From an optimization exercise on the open Yosys and OpenROAD flow, aimed at small area, a short achievable clock period and few clock cycles; shortcuts taken in it are not production practice.
Only simulation tests tie the RTL to the original design; equivalence was not proved.
Power and IR drop assume default switching activity.

==> inputs of run a <==
==> flow/design.v <==
package fpa_pkg;
	localparam bit CUT_A   = 1'b1;    
	localparam bit CUT_B   = 1'b0;    
	localparam bit CUT_C   = 1'b0;    
	localparam bit CUT_OUT = 1'b1;    
	localparam int LAT     = CUT_A + CUT_B + CUT_C + CUT_OUT;
	typedef struct packed {
		logic on;      
		logic sign;
		logic ones;    
		logic qbit;    
	} spec_t;
	typedef struct packed {
		spec_t       spec;
		logic        sign;        
		logic        eff_sub;
		logic [7:0]  exp;         
		logic [22:0] big_frac;
		logic [22:0] sml_frac;
		logic [4:0]  shamt;       
		logic        sml_live;    
	} st_a_t;
	typedef struct packed {
		spec_t       spec;
		logic        sign;
		logic [7:0]  exp;
		logic [27:0] sum;         
	} st_b_t;
	typedef struct packed {
		spec_t       spec;
		logic        sign;
		logic        zero;        
		logic signed [9:0] exp;   
		logic [26:0] norm;        
	} st_c_t;
endpackage
`timescale 1ns/1ps
module fpa_classify (
	input  logic [31:0]     i_a,
	input  logic [31:0]     i_b,
	output fpa_pkg::st_a_t  o_st
);
	logic [7:0] ea;
	logic [7:0] eb;
	logic       a_zero;
	logic       b_zero;
	logic       a_ones;
	logic       b_ones;
	logic       a_nan;
	logic       b_nan;
	logic       a_inf;
	logic       b_inf;
	logic       nan_res;
	logic       a_ge_b;
	logic [8:0] d_ab;
	logic [8:0] d_ba;
	logic [7:0] e_dist;
	assign ea = i_a[30:23];
	assign eb = i_b[30:23];
	assign a_zero = ~|ea;
	assign b_zero = ~|eb;
	assign a_ones = &ea;
	assign b_ones = &eb;
	assign a_nan  = a_ones & |i_a[22:0];
	assign b_nan  = b_ones & |i_b[22:0];
	assign a_inf  = a_ones & ~|i_a[22:0];
	assign b_inf  = b_ones & ~|i_b[22:0];
	assign nan_res = a_nan | b_nan | (a_inf & b_inf & (i_a[31] ^ i_b[31]));
	always_comb begin
		o_st.spec.on   = nan_res | a_inf | b_inf | (a_zero & b_zero);
		o_st.spec.ones = nan_res | a_inf | b_inf;
		o_st.spec.qbit = nan_res;
		if (nan_res)
			o_st.spec.sign = 1'b0;
		else if (a_inf)
			o_st.spec.sign = i_a[31];
		else if (b_inf)
			o_st.spec.sign = i_b[31];
		else
			o_st.spec.sign = i_a[31] & i_b[31];    
	end
	assign a_ge_b = i_a[30:0] >= i_b[30:0];
	assign o_st.sign     = a_ge_b ? i_a[31] : i_b[31];
	assign o_st.exp      = a_ge_b ? ea : eb;
	assign o_st.big_frac = a_ge_b ? i_a[22:0] : i_b[22:0];
	assign o_st.sml_frac = a_ge_b ? i_b[22:0] : i_a[22:0];
	assign o_st.eff_sub  = i_a[31] ^ i_b[31];
	assign d_ab = {1'b0, ea} - {1'b0, eb};
	assign d_ba = {1'b0, eb} - {1'b0, ea};
	assign e_dist = d_ab[8] ? d_ba[7:0] : d_ab[7:0];
	assign o_st.sml_live = ~(a_zero | b_zero);
	assign o_st.shamt    = (a_zero | b_zero | (e_dist > 8'd27)) ? 5'd27 : e_dist[4:0];
endmodule
`timescale 1ns/1ps
module fpa_align_add (
	input  fpa_pkg::st_a_t  i_st,
	output fpa_pkg::st_b_t  o_st
);
	logic [23:0] sml_m;
	logic [26:0] shifted;
	logic        sticky;
	logic [27:0] big_ext;
	logic [27:0] sml_al;
	assign sml_m   = {1'b1, i_st.sml_frac};
	assign shifted = {sml_m, 3'b000} >> i_st.shamt;
	always_comb begin
		sticky = 1'b0;
		for (int i = 0; i < 24; i++) begin
			if (i_st.shamt > 5'(i + 3)) sticky = sticky | sml_m[i];
		end
	end
	assign sml_al  = {1'b0, shifted[26:1], (shifted[0] | sticky) & i_st.sml_live};
	assign big_ext = {2'b01, i_st.big_frac, 3'b000};
	assign o_st.sum  = i_st.eff_sub ? (big_ext - sml_al) : (big_ext + sml_al);
	assign o_st.spec = i_st.spec;
	assign o_st.sign = i_st.sign;
	assign o_st.exp  = i_st.exp;
endmodule
`timescale 1ns/1ps
module fpa_normalize (
	input  fpa_pkg::st_b_t  i_st,
	output fpa_pkg::st_c_t  o_st
);
	logic [31:0] s0;
	logic [31:0] s1;
	logic [31:0] s2;
	logic [31:0] s3;
	logic [31:0] s4;
	logic [31:0] s5;
	logic [4:0]  lz;
	assign s0    = {i_st.sum, 4'b0000};
	assign lz[4] = ~|s0[31:16];
	assign s1    = lz[4] ? {s0[15:0], 16'h0} : s0;
	assign lz[3] = ~|s1[31:24];
	assign s2    = lz[3] ? {s1[23:0], 8'h0} : s1;
	assign lz[2] = ~|s2[31:28];
	assign s3    = lz[2] ? {s2[27:0], 4'h0} : s2;
	assign lz[1] = ~|s3[31:30];
	assign s4    = lz[1] ? {s3[29:0], 2'h0} : s3;
	assign lz[0] = ~s4[31];
	assign s5    = lz[0] ? {s4[30:0], 1'h0} : s4;
	assign o_st.norm = {s5[31:6], s5[5] | s5[4]};
	assign o_st.exp  = $signed({2'b00, i_st.exp}) + 10'sd1 - $signed({5'b00000, lz});
	assign o_st.zero = ~|i_st.sum;
	assign o_st.spec = i_st.spec;
	assign o_st.sign = i_st.sign;
endmodule
`timescale 1ns/1ps
module fpa_special (
	input  fpa_pkg::st_c_t  i_st,
	output logic [31:0]     o_result
);
	logic        round_inc;
	logic [24:0] rounded;
	logic signed [9:0] exp_r;
	assign round_inc = i_st.norm[2] & (i_st.norm[1] | i_st.norm[0] | i_st.norm[3]);
	assign rounded   = {1'b0, i_st.norm[26:3]} + 25'(round_inc);
	assign exp_r = i_st.exp + $signed({9'b0, rounded[24]});
	always_comb begin
		if (i_st.spec.on)
			o_result = {i_st.spec.sign, {8{i_st.spec.ones}}, i_st.spec.qbit, 22'h0};
		else if (i_st.zero)
			o_result = 32'h0;                               
		else if (exp_r <= 0)
			o_result = {i_st.sign, 31'h0};                  
		else if (exp_r >= 10'sd255)
			o_result = {i_st.sign, 8'hFF, 23'h0};           
		else
			o_result = {i_st.sign, exp_r[7:0], rounded[22:0]};
	end
endmodule
`timescale 1ns/1ps
module fpa_adder (
	input  logic           i_clk,
	input  logic           i_arst_n,
	input  logic           i_valid,
	input  logic [31:0]    i_a,
	input  logic [31:0]    i_b,
	output logic           o_valid,
	output logic [31:0]    o_result
);
	fpa_pkg::st_a_t  st_a_d;
	fpa_pkg::st_a_t  st_a_q;
	fpa_pkg::st_b_t  st_b_d;
	fpa_pkg::st_b_t  st_b_q;
	fpa_pkg::st_c_t  st_c_d;
	fpa_pkg::st_c_t  st_c_q;
	logic [31:0]     res_d;
	logic [fpa_pkg::LAT-1:0] vld;
	fpa_classify  u_classify  (.i_a(i_a), .i_b(i_b), .o_st(st_a_d));
	fpa_align_add u_align_add (.i_st(st_a_q), .o_st(st_b_d));
	fpa_normalize u_normalize (.i_st(st_b_q), .o_st(st_c_d));
	fpa_special   u_special   (.i_st(st_c_q), .o_result(res_d));
	generate
		if (fpa_pkg::CUT_A) begin : g_cut_a
			always_ff @(posedge i_clk) st_a_q <= st_a_d;
		end else begin : g_pass_a
			assign st_a_q = st_a_d;
		end
		if (fpa_pkg::CUT_B) begin : g_cut_b
			always_ff @(posedge i_clk) st_b_q <= st_b_d;
		end else begin : g_pass_b
			assign st_b_q = st_b_d;
		end
		if (fpa_pkg::CUT_C) begin : g_cut_c
			always_ff @(posedge i_clk) st_c_q <= st_c_d;
		end else begin : g_pass_c
			assign st_c_q = st_c_d;
		end
		if (fpa_pkg::CUT_OUT) begin : g_cut_out
			always_ff @(posedge i_clk) o_result <= res_d;
		end else begin : g_pass_out
			assign o_result = res_d;
		end
	endgenerate
	always_ff @(posedge i_clk or negedge i_arst_n) begin
		if (!i_arst_n)
			vld <= '0;
		else
			vld <= fpa_pkg::LAT'({vld, i_valid});
	end
	assign o_valid = vld[fpa_pkg::LAT-1];
endmodule
==> flow/run.sh <==
#!/bin/bash
# synth_recipe.tcl (not shown) runs the flow's synth.tcl, then flattens the netlist and writes it again
# the make line also repeats each setting of config.mk as NAME=value (left out here)
make -C /OpenROAD-flow-scripts/flow DESIGN_CONFIG=/design/flow/config.mk WORK_HOME=/design/flow/orfs CLKGATE_MAP_FILE= SYNTH_SCRIPT=/design/flow/synth_recipe.tcl finish
==> flow/config.mk <==
export PLATFORM = sky130hd
export DESIGN_NAME = fpa_adder
export DESIGN_NICKNAME = fpa_adder
export VERILOG_FILES = /design/flow/design.v
export SDC_FILE = /design/flow/constraint.sdc
export NUM_CORES = 4
export LEC_CHECK = 0
export ABC_AREA = 1
export CAP_MARGIN = 20
export CORE_MARGIN = 2
export CORE_UTILIZATION = 40
export SLEW_MARGIN = 20
==> flow/constraint.sdc <==
create_clock -name core_clock -period 17.0 [get_ports {i_clk}]
set_input_delay 3.4000 -clock core_clock [delete_from_list [all_inputs] [get_ports {i_clk}]]
set_output_delay 3.4000 -clock core_clock [all_outputs]
set_load 0.01 [all_outputs]
==> inputs of run b, as changes to run a <==
--- a/flow/design.v
+++ b/flow/design.v
@@ -1,7 +1,8 @@
 package fpa_pkg;
+	localparam bit CUT_IN  = 1'b1;    
 	localparam bit CUT_A   = 1'b1;    
-	localparam bit CUT_B   = 1'b0;    
-	localparam bit CUT_C   = 1'b0;    
+	localparam bit CUT_B   = 1'b1;    
+	localparam bit CUT_C   = 1'b1;    
 	localparam bit CUT_OUT = 1'b1;    
-	localparam int LAT     = CUT_A + CUT_B + CUT_C + CUT_OUT;
+	localparam int LAT     = CUT_IN + CUT_A + CUT_B + CUT_C + CUT_OUT;
 	typedef struct packed {
@@ -113,3 +114,3 @@
 	assign big_ext = {2'b01, i_st.big_frac, 3'b000};
-	assign o_st.sum  = i_st.eff_sub ? (big_ext - sml_al) : (big_ext + sml_al);
+	assign o_st.sum  = big_ext + (sml_al ^ {28{i_st.eff_sub}}) + 28'(i_st.eff_sub);
 	assign o_st.spec = i_st.spec;
@@ -181,2 +182,4 @@
 );
+	logic [31:0]     op_a;
+	logic [31:0]     op_b;
 	fpa_pkg::st_a_t  st_a_d;
@@ -189,3 +192,3 @@
 	logic [fpa_pkg::LAT-1:0] vld;
-	fpa_classify  u_classify  (.i_a(i_a), .i_b(i_b), .o_st(st_a_d));
+	fpa_classify  u_classify  (.i_a(op_a), .i_b(op_b), .o_st(st_a_d));
 	fpa_align_add u_align_add (.i_st(st_a_q), .o_st(st_b_d));
@@ -194,2 +197,11 @@
 	generate
+		if (fpa_pkg::CUT_IN) begin : g_cut_in
+			always_ff @(posedge i_clk) begin
+				op_a <= i_a;
+				op_b <= i_b;
+			end
+		end else begin : g_pass_in
+			assign op_a = i_a;
+			assign op_b = i_b;
+		end
 		if (fpa_pkg::CUT_A) begin : g_cut_a
==> qor summary <==
item	run a	run b
Result of the run	timing/DRC/antenna clean	timing/DRC/antenna clean
Clock slew at reported path FFs	70 ps	60 ps
Logic gate share of total power	67.9%	41.9%
Crit-path max FO	43	23
Number of detailed-routing iterations run before antenna repair	6	5
Pleak	7.10 nW	7.84 nW
Total power draw	1.67 mW	2.45 mW
Fraction of power consumed by the clock network	12.8%	24.4%
Power Combinational	1.13 mW	1.03 mW
Via count of the first global-routing pass	13,700	12,100
Sequential-to-total area share from yosys stat	15.7%	36.0%
Post-route fraction of the period consumed by the critical path	71.2%	29.8%
Worst hold margin	348 ps	325 ps
Reg-to-reg startpoint	st_a_q[1]	st_c_q[2]
Testbench counts of run a, summed over its fixed seeds: cycles 12,008.
Testbench counts of run b, summed over its fixed seeds: cycles 12,032.

[re-timing with driven ports]
How much do the figures lean on ideal ports? The routed layouts below were timed once more, with nothing changed but the port constraints.
Step 1: set_driving_cell puts a clkbuf_16 on i_clk and a buf_2 on each other input, an assumption about the parent block.
Step 2 times the ports against the registers' clock, not the clock port: input delays grow and output delays shrink by t, the midpoint of the rising clock arrivals with the driver on.
a / b / c = no drivers / after step 1 / after step 2; a / b = the first two.
run	t (ns)	setup slack, ns	worst setup path after step 2	worst register clock-pin slew, ns	worst slew at a driven data input, ns
run a	0.406	4.890 / 4.890 / 4.890	register to register	0.08 / 0.08	0.06
run b	0.602	11.934 / 11.934 / 11.934	register to register	0.06 / 0.06	0.04
After both steps every run listed still meets setup and hold.
